This design comes from an exercise in tuning for small area, a short achievable clock period and few clock cycles per item on the open sky130 flow, not from production work. Only simulation tests tie the RTL to the original design; equivalence was not proved. Power is estimated from default activity; no workload was simulated.

## design/flow/run.sh

```bash
#!/bin/bash
# synth_recipe.tcl (not shown) runs the flow's synth.tcl, then flattens the netlist and writes it again
# the make line also repeats each setting of config.mk as NAME=value (left out here)
make -C /OpenROAD-flow-scripts/flow DESIGN_CONFIG=/design/flow/config.mk WORK_HOME=/design/flow/orfs CLKGATE_MAP_FILE= SYNTH_SCRIPT=/design/flow/synth_recipe.tcl finish
```

## design/flow/config.mk

```make
export PLATFORM = sky130hd
export DESIGN_NAME = col2im_2d_stream
export DESIGN_NICKNAME = col2im_2d_stream
export VERILOG_FILES = /design/flow/design.v
export SDC_FILE = /design/flow/constraint.sdc
export NUM_CORES = 4
export LEC_CHECK = 0
export CAP_MARGIN = 20
export CORE_MARGIN = 2
export CORE_UTILIZATION = 30
export SLEW_MARGIN = 20
```

## design/flow/constraint.sdc

```tcl
create_clock -name core_clock -period 10.0 [get_ports {clk}]
set_input_delay 2.0000 -clock core_clock [delete_from_list [all_inputs] [get_ports {clk}]]
set_output_delay 2.0000 -clock core_clock [all_outputs]
set_load 0.01 [all_outputs]
```

## design/flow/design.v

```verilog
package col2im_pkg;
   typedef enum logic [1:0] {
      ST_IDLE  = 2'd0,
      ST_ACCUM = 2'd1,
      ST_DRAIN = 2'd2
   } col2im_state_t;
   function automatic int calc_hp(input int w, input int k, input int s);
      calc_hp = (w - k) / s + 1;
   endfunction
   function automatic int calc_vp(input int h, input int k, input int s);
      calc_vp = (h - k) / s + 1;
   endfunction
   function automatic int calc_npos(input int w, input int h, input int k, input int s);
      calc_npos = calc_hp(w, k, s) * calc_vp(h, k, s);
   endfunction
   function automatic int calc_nelem(input int w, input int h, input int k, input int s);
      calc_nelem = calc_npos(w, h, k, s) * k * k;
   endfunction
   function automatic int cnt_w(input int n);
      cnt_w = (n > 1) ? $clog2(n) : 1;
   endfunction
endpackage
module col2im_addr_gen
#(
   parameter int IMAGE_WIDTH  = 8,
   parameter int IMAGE_HEIGHT = 8,
   parameter int KERNEL_SIZE  = 3,
   parameter int STRIDE       = 1,
   parameter int KW           = col2im_pkg::cnt_w(KERNEL_SIZE),
   parameter int PXW          = col2im_pkg::cnt_w(IMAGE_WIDTH),
   parameter int PYW          = col2im_pkg::cnt_w(col2im_pkg::calc_vp(IMAGE_HEIGHT, KERNEL_SIZE, STRIDE) + 1)
) (
   input  logic            clk,
   input  logic            clr,
   input  logic            adv,
   input  logic            dadv,
   output logic [KW-1:0]   kc,
   output logic [KW-1:0]   kr,
   output logic [PXW-1:0]  px,
   output logic [PYW-1:0]  py
);
   localparam int HP  = col2im_pkg::calc_hp(IMAGE_WIDTH, KERNEL_SIZE, STRIDE);
   localparam logic [KW-1:0]  KMAX  = KW'(KERNEL_SIZE - 1);
   localparam logic [PXW-1:0] PXMAX = PXW'(HP - 1);
   localparam logic [PXW-1:0] CMAX  = PXW'(IMAGE_WIDTH - 1);
   logic kc_end, kr_end, px_end;
   assign kc_end = (kc == KMAX);
   assign kr_end = (kr == KMAX);
   assign px_end = (px == PXMAX);
   always_ff @(posedge clk) begin
      if (clr) begin
         kc <= '0;
         kr <= '0;
         px <= '0;
         py <= '0;
      end else if (adv) begin
         if (!kc_end) begin
            kc <= kc + 1'b1;
         end else begin
            kc <= '0;
            if (!kr_end) begin
               kr <= kr + 1'b1;
            end else begin
               kr <= '0;
               if (!px_end) begin
                  px <= px + 1'b1;
               end else begin
                  px <= '0;
                  py <= py + 1'b1;
               end
            end
         end
      end else if (dadv) begin
         if (px == CMAX) begin
            px <= '0;
            kr <= kr + 1'b1;
         end else begin
            px <= px + 1'b1;
         end
      end
   end
endmodule
module col2im_2d_stream
#(
   parameter int IMAGE_WIDTH  = 8,
   parameter int IMAGE_HEIGHT = 8,
   parameter int KERNEL_SIZE  = 3,
   parameter int STRIDE       = 1,
   parameter int DATA_WIDTH   = 8,
   parameter int ACC_WIDTH    = DATA_WIDTH + $clog2(KERNEL_SIZE * KERNEL_SIZE)
) (
   input  logic                  clk,
   input  logic                  rst_n,
   input  logic                  start,
   input  logic                  in_valid,
   input  logic [DATA_WIDTH-1:0] in_data,
   output logic                  in_ready,
   output logic                  out_valid,
   output logic [ACC_WIDTH-1:0]  out_data,
   output logic                  out_last,
   input  logic                  out_ready,
   output logic                  busy,
   output logic                  done
);
   localparam int WBA = 11;
   localparam int WCB = 10;
   localparam int WCH = 11;
   localparam int WC  = 9;
   logic                  v_q;        
   logic [DATA_WIDTH-1:0] x_q;
   logic                  acc_on;     
   logic [1:0] kc, kr;
   logic [2:0] px, py;
   logic [WC-1:0]  l0c, l1c;
   logic [WBA-1:0] fba [8];
   logic [WCB-1:0] fcb [6];
   logic [WCH-1:0] fcb6, fcb7;
   logic frame_start, in_hs, pop;
   logic lane_a, lane_b, lane_c, px0, px5, py0, kc0, kc1, kc2;
   logic is_exit, exit_a, stall, step, drain, dstep, push, push_last;
   logic zero_op, last_elem, last_acc;
   logic exit_a_succ, v_q_nx, out_valid_nx, risk_nx;
   logic [ACC_WIDTH-1:0] opnd, sum;
   logic [DATA_WIDTH-1:0] x_eff;
   assign frame_start = start && !busy;
   assign in_hs       = in_valid && in_ready;
   assign pop         = out_valid && out_ready;
   col2im_addr_gen #(
      .IMAGE_WIDTH  (IMAGE_WIDTH),
      .IMAGE_HEIGHT (IMAGE_HEIGHT),
      .KERNEL_SIZE  (KERNEL_SIZE),
      .STRIDE       (STRIDE)
   ) u_addr_gen (
      .clk  (clk),
      .clr  (frame_start),
      .adv  (step),
      .dadv (dstep),
      .kc   (kc),
      .kr   (kr),
      .px   (px),
      .py   (py)
   );
   assign lane_a = (kr == 2'd0);
   assign lane_b = (kr == 2'd1);
   assign lane_c = (kr == 2'd2);
   assign kc0    = (kc == 2'd0);
   assign kc1    = (kc == 2'd1);
   assign kc2    = (kc == 2'd2);
   assign px0    = (px == 3'd0);
   assign px5    = (px == 3'd5);
   assign py0    = (py == 3'd0);
   assign is_exit   = kc0 || px5;
   assign exit_a    = lane_a && is_exit;
   assign stall     = exit_a && out_valid && !out_ready;
   assign step      = v_q && !stall;
   assign last_elem = (py == 3'd5) && px5 && lane_c && kc2;
   assign drain     = busy && py[2] && py[1] && !kr[1];
   assign dstep     = drain && (!out_valid || out_ready);
   assign push      = (step && exit_a) || dstep;
   assign push_last = drain && kr[0] && (px == 3'd7);
   assign zero_op = (px0 || kc2) && (lane_c || py0);
   always_comb begin
      case (kr)
         2'd0:    opnd = kc0 ? ACC_WIDTH'(fba[7]) : kc1 ? ACC_WIDTH'(fba[6]) : ACC_WIDTH'(fba[5]);
         2'd1:    opnd = kc0 ? ACC_WIDTH'(fcb7)   : kc1 ? ACC_WIDTH'(fcb6)   : ACC_WIDTH'(fcb[5]);
         default: opnd = kc0 ? ACC_WIDTH'(l0c)    : ACC_WIDTH'(l1c);
      endcase
      if (zero_op) opnd = '0;
   end
   assign x_eff = v_q ? x_q : '0;
   assign sum   = opnd + ACC_WIDTH'(x_eff);
   always_ff @(posedge clk) begin
      if (step && !px5 && lane_c && kc1) l0c <= WC'(sum);
      if (step && !px5 && lane_c && kc2) l1c <= WC'(sum);
      if ((step && is_exit && lane_b) || (dstep && !kr[0])) begin
         fba[0] <= WBA'(sum);
         for (int n = 1; n < 8; n++) fba[n] <= fba[n-1];
      end else if (step && !px5 && lane_a) begin
         if (kc1) fba[6] <= WBA'(sum);
         if (kc2) fba[5] <= WBA'(sum);
      end
      if ((step && is_exit && lane_c) || (dstep && kr[0])) begin
         fcb[0] <= WCB'(sum);
         for (int n = 1; n < 6; n++) fcb[n] <= fcb[n-1];
         fcb6 <= WCH'(fcb[5]);
         fcb7 <= fcb6;
      end else if (step && !px5 && lane_b) begin
         if (kc1) fcb6   <= WCH'(sum);
         if (kc2) fcb[5] <= WCB'(sum);
      end
      if (push) out_data <= sum;
   end
   assign exit_a_succ  = (lane_c && kc2) || (lane_a && px5 && !kc2);
   assign v_q_nx       = in_ready ? in_valid : (v_q && stall);
   assign out_valid_nx = push || (out_valid && !out_ready);
   assign risk_nx      = v_q_nx && out_valid_nx && (step ? exit_a_succ : exit_a);
   assign last_acc = in_hs && (v_q ? ((py == 3'd5) && px5 && lane_c && kc1) : last_elem);
   always_ff @(posedge clk) begin
      if (in_ready) x_q <= in_data;
   end
   always_ff @(posedge clk or negedge rst_n) begin
      if (!rst_n) begin
         v_q       <= 1'b0;
         acc_on    <= 1'b0;
         in_ready  <= 1'b0;
         out_valid <= 1'b0;
         out_last  <= 1'b0;
         busy      <= 1'b0;
         done      <= 1'b0;
      end else begin
         done      <= 1'b0;
         v_q       <= v_q_nx;
         out_valid <= out_valid_nx;
         if (push) out_last <= push_last;
         if (frame_start) begin
            busy     <= 1'b1;
            acc_on   <= 1'b1;
            in_ready <= 1'b1;
         end else begin
            if (last_acc) acc_on <= 1'b0;
            in_ready <= acc_on && !last_acc && !risk_nx;
            if (pop && out_last) begin
               busy <= 1'b0;
               done <= 1'b1;
            end
         end
      end
   end
endmodule
```

==> metrics.md <==
| Metric | Value |
|---|---|
| Async set-reset flop share out of synthesis | `3.11%` |
| Post-synth EDFFs | `between 200 and 250` |
| Post-CTS setup buffer count | `0` |
| Fill count | `2835` |
| Post-Place Setup Slack | `5.12 ns` |
| Final hold violation count | `0` |
| Sequential share of the synthesized area | `73.7%` |
| Wire length per cell | `approximately 16 um` |
| Commonest cells post-synth | `207 x edfxtp_1, 92 x nand2_1, 51 x nor2_1, 27 x a21oi_1, 24 x o21ai_0` |
| Data arrival, critical path | `approximately 4.6 ns` |
| Post_cts resized | `0` |
| Synth Register Bits | `approximately 230` |
| First-pass iteration count of the detailed router | `7` |
| CP Capture Type | `flop` |
| Starting DRT DRC Count | `557` |
| Layout Cells excl Fill | `around 1100` |
| WS Path Type | `primary input to flop` |
| DR DRC count | `0` |
| Yosys warns | `4` |
| Unrepaired setup endpoints after global routing | `false` |
| Tcrit/Tclk final | `between 40 and 50%` |
| Worst Path Required | `10.22 ns` |
| Final Max Slew Viols | `0` |
| Die Y | `177 um` |
| Final Setup Violations | `0` |
| Die area | `between 30000 and 40000 um^2` |
| Die width | `177 um` |
| Hpwl dp | `between 10000 and 15000 um` |
| Final setup margin | `5.63 ns` |
| Max Cap Viol | `0` |
| Worst-path maximum fanout | `57` |
| FP Rows | `63` |
| Rel. slew slack | `between 20 and 30%` |
| Total Routing Usage GR | `approximately 11%` |
| Outcome | `no timing/DRC/antenna violations` |
| Clk sinks | `between 200 and 250` |
| Vias in the first global route | `4800` |
| DR vias/cell | `about 4.7` |
| Mapped Nets | `~640` |
| Global placer's final weighted congestion | `0.805` |
| Cells after synthesis | `606` |
| IO Port Bufs | `29` |
| Total leakage power | `roughly 0.0036 uW` |
| Startpoint types | `primary input` |
| H-tree levels | `1` |
| Mapped Area | `about 9000 um^2` |
| Clock Path Buffers | `3` |
| CTS buffer count | `23` |
| Yosys cell types | `63` |
| Hold Crit Class | `flop to flop` |
| Layout cells sized above 1 | `around a tenth` |
| Main synth FF type | `edfxtp_1` |
| Initial antenna violation count | `0` |
| Fmax achieved | `around 230 MHz` |
| Avg Inst Size Synth | `about 15 um^2` |
| Total grt overflow | `0` |
| Core Box Area | `about 30000 um^2` |
| Area grow syn2layout | `16.6%` |
| Top cells by area, synth | `edfxtp_1 69%, nand2_1 3.9%, dfxtp_1 2.5%` |
| Clk slew on worst S/H paths | `roughly 0.060 ns` |
| Peak supply drop | `about 0.19 mV` |
| CTS Hold Bufs | `0` |
| Ports | `30` |
| Final nets | `between 600 and 700` |
| Antenna Violating Nets Remaining | `0` |
| CTS tree | `built` |
| Yosys top cell area share | `between 60 and 70%` |
| Most frequent cell after synthesis | `edfxtp_1` |
| First-pass GRT wire length | `about 27000 um` |
| Inst Count DP | `around 1000` |
| Setup TNS | `0 ns` |
| Tmin final | `approximately 4.4 ns` |
| Pin count of the biggest net entering global routing | `92` |
| ANT cells | `0` |
| Vias | `between 4000 and 5000` |
| Pwr Density | `267 nW/um^2` |
| Final Skew | `approximately 0.011 ns` |
| Cell accounting for the most synthesized area | `edfxtp_1` |
| Initial core utilization | `a little over 30%` |
| Detailed Route WL | `17400 um` |
| Slew @ Worst Pin | `~1.1 ns` |
| Clock root cell | `clkbuf_16` |
| Worst skew pair latency | `around 0.50 ns` |
==> cell type report <==
class | count | area, um^2 | share of cell area, %
repair buffers | 40 | 377 | 3.60
clock buffers | 24 | 579 | 5.54
inverters | 16 | 62.6 | 0.599
clock inverters | 17 | 159 | 1.52
flip-flops and latches | 225 | 6610 | 63.3
well taps | 390 | 488 | 4.67
multi-input cells | 341 | 2180 | 20.8
==> sequential cells by signal, summed over array words and instances (netlist names) <==
register       cells
acc_on             1
busy               1
done               1
fba               88
fcb               60
fcb6              11
fcb7              11
in_ready           1
l0c                9
l1c                9
out_data          12
out_last           1
out_valid          1
u_addr_gen.kc      2
u_addr_gen.kr      2
u_addr_gen.px      3
u_addr_gen.py      3
v_q                1
x_q                8
==> placed cells by master, fill, tap and decap left out, types with 14 or more instances in the layout <==
cell type | Yosys | final
a21oi_1 | 27 | 26
clkbuf_16 | 0 | 23
clkdlybuf4s50_1 | 0 | 29
edfxtp_1 | 207 | 207
ha_1 | 15 | 15
inv_1 | 14 | 14
mux2i_1 | 15 | 15
nand2_1 | 92 | 92
nor2_1 | 51 | 51
o21ai_0 | 24 | 23
==> per-layer routing <==
layer | GRT usage, % | vias up | routed length (um)
met5 | 0 | - | 0
met4 | 4.06 | 0 | 494
met3 | 2.02 | 31 | 926
met2 | 17.1 | 130 | 7730
met1 | 16.2 | 2419 | 8210
li1 | - | 2337 | -
==> where the power goes <==
group / switching (uW) / total (uW) / internal, uW
registers: 49.3 / 1290 / 1240
logic: 438 / 658 / 219
clock network: 343 / 840 / 497
==> worst paths after layout <==
check                                                    from                    to  slack (ns)  depth (start not counted)
max in group asynchronous                               rst_n         v_q$_DFF_PN0_        7.99                          1
min in group asynchronous                               rst_n  out_last$_DFFE_PN0P_        1.77                          1
worst min-delay path                      fba[2][2]$_DFFE_PP_   fba[3][2]$_DFFE_PP_        0.41                          0
worst max register to register  u_addr_gen.kc[0]$_SDFFE_PP0N_   fba[5][8]$_DFFE_PP_        5.94                         14
worst max-delay path                                out_ready   fcb[5][6]$_DFFE_PP_        5.63                          9
worst min register to register            fba[2][2]$_DFFE_PP_   fba[3][2]$_DFFE_PP_        0.41                          0
==> critical path: stages <==
cell             delay (ns)
clkdlybuf4s50_1        0.44
nor2b_1                0.19
nor2_1                 0.11
nand2_1                0.08
o31a_1                 0.47
clkinv_2               0.53
buf_4                  0.50
nand2_1                0.15
o21ai_0                0.08
==> stage by stage <==
| stage | power, uW | utilization, % | instance area (um^2) | hold WS [ns] |
|---|---|---|---|---|
| finish | 2790 | 35.4 | 10500 | 0.414 |
| global route | 2930 | 35.4 | 10500 | 0.424 |
| CTS | 2810 | 35.3 | 10400 | 0.414 |
| detailed placement | 1970 | 32.9 | 9710 | 0.405 |
| global placement | 1960 | 32.9 | 9710 | 0.401 |
| floorplan | 1750 | - | 8960 | 0.400 |
==> kinds of logic (layout without fill, tap and decap cells) <==
kind of cell	count (synthesis)	count (layout)	share of synthesized area, %
compound gates	95	95	7.19
simple gates	195	195	9.81
xor+xnor	10	10	0.977
flops	225	225	73.7
mux	25	25	3.94
fa+ha+maj	16	16	2.32
buf+inv	40	97	2.02
Testbench counts, summed over its fixed seeds: cycles 8,376, frames 24.

[re-timing with driven ports]
The flow's constraints put no driver on any port. The routed layout listed below was extracted and timed again, unchanged, in two steps. Step 1 sets driving cells, clkbuf_16 on the clock port and buf_2 on the other inputs (assumed; they add their load-dependent delay and slew). Step 2, shift: input delay + t, output delay - t, t = (earliest + latest rising clock arrival at the registers) / 2. This alone moves slack from input paths to output paths. Three values: ideal ports, drivers, drivers and shift; two values: the first two.
t, ns: 0.542
setup slack, ns: 5.634 / 5.657 / 5.116
clock arrival spread, ns: 0.011 / 0.011
slew at the worst register clock pin (ns): 0.06 / 0.06
worst slew at a driven data input, ns: 0.03
After both steps this run still meets setup and hold. The setup slack of this run moves by +0.023 ns with the drivers and by -0.518 ns with both steps.
